This is an optimization exercise on Yosys and OpenROAD, whose aim is small area, a short achievable clock period and few clock cycles, not a production implementation.
In this exercise RTL edits were held to simulation tests only and were not proved equivalent to the original.
Power is estimated from default activity; no workload was simulated.

==> flow/design.v (excerpt) <==
module ordered_timer_expiry_manager_top
#(
    parameter int NUM_SLOTS = 16
) (
    input  logic              i_clk,
    input  logic              i_rst_n,
    input  logic              i_s_tvalid,
    output logic              o_s_tready,
    input  logic [IN_DW-1:0]  i_s_tdata,    
    input  logic [1:0]        i_s_tuser,    
    output logic              o_m_tvalid,
    input  logic              i_m_tready,
    output logic [OUT_DW-1:0] o_m_tdata,    
    output logic              o_m_tlast     
);
For scale: ~120 I/O pins, ~62000 µm² of cells after synthesis.
Settings: LEC_CHECK=0, ABC_AREA=1, CAP_MARGIN=20, CORE_MARGIN=2, CORE_UTILIZATION=55, CTS_CLUSTER_DIAMETER=70, CTS_CLUSTER_SIZE=30, SLEW_MARGIN=20; clock period 10.0 ns.
standard.sh (not shown) runs the stock make flow with config.mk's settings and CLKGATE_MAP_FILE= SYNTH_SCRIPT=/design/flow/synth_recipe.tcl, a recipe that flattens the netlist after the stock synthesis.
==> flow/flow/run.sh <==
#!/bin/bash
set -euo pipefail
bash standard.sh SETUP_SLACK_MARGIN=6.5 "BUFFER_PORTS_ARGS=-buffer_cell sky130_fd_sc_hd__buf_4" finish > standard_flow.log 2>&1
Testbench counts at the start, summed over its fixed seeds: cycles 5,875.
Then changed:
==> flow/flow/run.sh (replaced) <==
#!/bin/bash
set -euo pipefail
bash standard.sh SETUP_SLACK_MARGIN=6.5 finish > standard_flow.log 2>&1
CORE_UTILIZATION = 70   (was 55)
What happened: The new run went through all stages and came out clean; final area went down by 2.2%; wire length went down by 6.9%; critical path depth does not change; hold slack stays flat; power went down by 5.7%.

---

north:
Another version of the RTL of ordered_timer_expiry_manager_top (not shown whole).
Size: ~5500 cells after synthesis, about 120 I/O pins, roughly 63000 um^2 of cells after synthesis.
clock: 10.0 ns
lec_check: 0
abc_area: 1
cap_margin: 20
core_margin: 2
core_utilization: 40
cts_cluster_diameter: 70
cts_cluster_size: 30
slew_margin: 20
==> flow/flow/run.sh <==
#!/bin/bash
set -euo pipefail
bash standard.sh SETUP_SLACK_MARGIN=6.5 finish > standard_flow.log 2>&1
Testbench counts of north, summed over its fixed seeds: cycles 5,875.
### north -> south
diff --git a/flow/config.mk b/flow/config.mk
--- a/flow/config.mk
+++ b/flow/config.mk
@@ -10,3 +10,3 @@
 export CORE_MARGIN = 2
-export CORE_UTILIZATION = 40
+export CORE_UTILIZATION = 55
 export CTS_CLUSTER_DIAMETER = 70
Results
- The higher number of antenna violations at the first check in global routing came out of north.
- Delta (south minus north): final worst-path cycle share shrank by 0.93 points; count of clock buffers in the final design grew by 2; total length of routed met3 wires shrank by about 15%; final critical-path setup slack grew by 0.093 ns; shortest period the worst path allows shrank by 0.093 ns.
- Across both runs, worst hold slack was lower for south than for north.
- south vs north, critical path launch point: r_out_exp[18]$_DFFE_PN_ vs r_out_exp[28]$_DFFE_PN_
Here is what was changed in the inputs of east compared with south.
diff --git a/flow/config.mk b/flow/config.mk
--- a/flow/config.mk
+++ b/flow/config.mk
@@ -10,5 +10,5 @@
 export CORE_MARGIN = 2
-export CORE_UTILIZATION = 55
-export CTS_CLUSTER_DIAMETER = 70
-export CTS_CLUSTER_SIZE = 30
+export CORE_UTILIZATION = 40
+export CTS_CLUSTER_DIAMETER = 60
+export CTS_CLUSTER_SIZE = 25
 export SLEW_MARGIN = 20
--- outcome ---
Taking south as the reference, in east worst path buffer plus inverter count increased by 1 relative to the old numbers, relative area of non-clock buffer cells in the final design closely matched the old numbers, synthesis-to-layout area growth increased by 2.4 points relative to the old numbers, multi-input combinational cell count closely matched the old numbers. Lower combinational power share was reported by east, not south. Between east and south, it is east whose final cell count is higher, by 8.2%. Cell at the slowest stage of the critical path = sky130_fd_sc_hd__o21ai_0: east; cell at the slowest stage of the critical path = sky130_fd_sc_hd__edfxtp_1: south. From east to south, distinct cell type count of the synthesized netlist did not move at all. Compared to south, east has logic depth of the worst setup path including buffers 13 higher. Looking at number of clock-tree buffers in the layout, east sits 18 higher than south does.
The inputs of west differ from those of east as listed below.
==> flow/flow/run.sh <==
#!/bin/bash
set -euo pipefail
bash standard.sh SETUP_SLACK_MARGIN=6.5 "BUFFER_PORTS_ARGS=-buffer_cell sky130_fd_sc_hd__buf_4" finish > standard_flow.log 2>&1
diff --git a/flow/config.mk b/flow/config.mk
--- a/flow/config.mk
+++ b/flow/config.mk
@@ -10,5 +10,5 @@
 export CORE_MARGIN = 2
-export CORE_UTILIZATION = 40
-export CTS_CLUSTER_DIAMETER = 60
-export CTS_CLUSTER_SIZE = 25
+export CORE_UTILIZATION = 55
+export CTS_CLUSTER_DIAMETER = 70
+export CTS_CLUSTER_SIZE = 30
 export SLEW_MARGIN = 20
==> notes.md <==
west vs east, capturing instance or port of the critical path: r_w_add[0]$_DFF_P_ vs r_arm[6]$_SDFFE_PN0P_. Sort east and west by count of clock buffers in the final design, ascending, and west comes first. From east to west the numbers moved as follows: combinational share of power shows an increase of 0.6 points; die footprint now sits lower; cell area fell by about 1.6%; fraction of final layout cells sized beyond drive strength 1 +1.7 points. Diff east -> west | maximum resistive drop on vdd | increase of 0.050 mV. Between east and west, effective utilization at floorplan is lower for east, west comes in above that. Cmp west vs east: routed wire length lower in west. Comparing east and west, the higher number of diodes added for antenna fixing was measured on west. On relative area of non-clock buffer cells in the final design, west tracks east almost exactly. east consumes more power than west.

---

Another version of the RTL of ordered_timer_expiry_manager_top (not shown whole).
For scale: ~4700 cells after synthesis, roughly 1500 flip-flops, about 0.063 mm² of cells after synthesis.
export LEC_CHECK = 0
export CAP_MARGIN = 20
export CORE_MARGIN = 2
export CORE_UTILIZATION = 40
export CTS_CLUSTER_DIAMETER = 60
export CTS_CLUSTER_SIZE = 25
export SLEW_MARGIN = 20
create_clock -name core_clock -period 10.0 [get_ports {i_clk}]
==> flow/flow/run.sh <==
#!/bin/bash
set -euo pipefail
bash standard.sh SETUP_SLACK_MARGIN=6.5 finish > standard_flow.log 2>&1
The baseline went through all stages and came out clean.
Testbench counts at the start, summed over its fixed seeds: cycles 6,040.
==> next run, changes <==
--- a/flow/config.mk
+++ b/flow/config.mk
@@ -7,2 +7,3 @@
 export LEC_CHECK = 0
+export ABC_AREA = 1
 export CAP_MARGIN = 20
Via count goes up by 6.2%.
Worst setup slack is better by 0.35 ns.
Synthesized area goes up by 1.8%.
Wire length goes up by about 3.4%.
Final area goes down by about 1.1%.
Sequential cell count is unchanged.
Sequential share of layout area goes up by 0.58 points.
Power goes up by 18%.
Global-route usage goes up by 0.41 points.
Hold slack is better by 0.0074 ns.

---

== P ==
Another version of the RTL of ordered_timer_expiry_manager_top (not shown whole).
For scale: about 5600 cells after synthesis, roughly 120 I/O pins.
==> flow/design.v (excerpt) <==
module ordered_timer_expiry_manager_top
#(
    parameter int NUM_SLOTS = 16
) (
    input  logic              i_clk,
    input  logic              i_rst_n,
    input  logic              i_s_tvalid,
    output logic              o_s_tready,
    input  logic [IN_DW-1:0]  i_s_tdata,    
    input  logic [1:0]        i_s_tuser,    
    output logic              o_m_tvalid,
    input  logic              i_m_tready,
    output logic [OUT_DW-1:0] o_m_tdata,    
    output logic              o_m_tlast     
);
export LEC_CHECK = 0
export ABC_AREA = 1
export CAP_MARGIN = 20
export CORE_MARGIN = 2
export CORE_UTILIZATION = 55
export CTS_CLUSTER_DIAMETER = 70
export CTS_CLUSTER_SIZE = 30
export SLEW_MARGIN = 20
create_clock -name core_clock -period 10.0 [get_ports {i_clk}]
==> flow/flow/run.sh <==
#!/bin/bash
set -euo pipefail
bash standard.sh SETUP_SLACK_MARGIN=6.8 finish > standard_flow.log 2>&1
Testbench counts of P, summed over its fixed seeds: cycles 5,875.
Input changes introduced in Q (baseline for comparison: P):
==> flow/flow/run.sh <==
#!/bin/bash
set -euo pipefail
bash standard.sh SETUP_SLACK_MARGIN=6.5 finish > standard_flow.log 2>&1
[summary]
- Combinational fraction of design power (lower): Q
- Floorplan core area came out exactly the same in Q and P.
- Q vs P: peak ir drop on the vdd network up by more than 10%
- Share of the clock period used by the worst path after layout for Q: 0.56 points up relative to P
- Between P and Q, the footprint of the flip-flops and latches does not differ in any meaningful way.

-- static timing again, ports no longer ideal --
How much do the figures lean on ideal ports? The routed layouts below were timed once more, with nothing changed but the port constraints.
Step 1 assumes that a clkbuf_16 drives the clock port and a buf_2 every other input.
Step 2 times the ports against the registers' clock, not the clock port: input delays grow and output delays shrink by t, the midpoint of the rising clock arrivals with the driver on.
Slacks: ideal / step 1 / step 2; pairs: ideal / step 1.
run	shift t [ns]	setup WS [ns]	worst setup path at the end	worst register clock-pin slew, ns
the first run of note 1	0.784	6.362 / 6.362 / 5.882	input to register	0.11 / 0.11
the second run of note 1	0.763	6.273 / 6.273 / 5.849	input to register	0.11 / 0.11
north	0.806	6.461 / 6.382 / 5.812	input to register	0.11 / 0.11
south	0.792	6.554 / 6.470 / 5.855	input to register	0.11 / 0.11
east	0.841	6.409 / 6.373 / 5.801	input to register	0.10 / 0.10
west	0.786	6.435 / 6.435 / 5.846	input to register	0.11 / 0.11
the first run of note 3	0.831	6.124 / 6.124 / 5.660	input to register	0.09 / 0.09
the second run of note 3	0.834	6.474 / 6.397 / 5.805	input to register	0.09 / 0.09
P	0.796	6.419 / 6.419 / 6.019	input to register	0.11 / 0.11
Q	0.782	6.363 / 6.363 / 5.843	input to register	0.11 / 0.11
After both steps setup and hold are still met in every run listed. For south, which loses most, drivers alone change the setup slack by -0.084 ns; drivers and shift together by -0.699 ns.
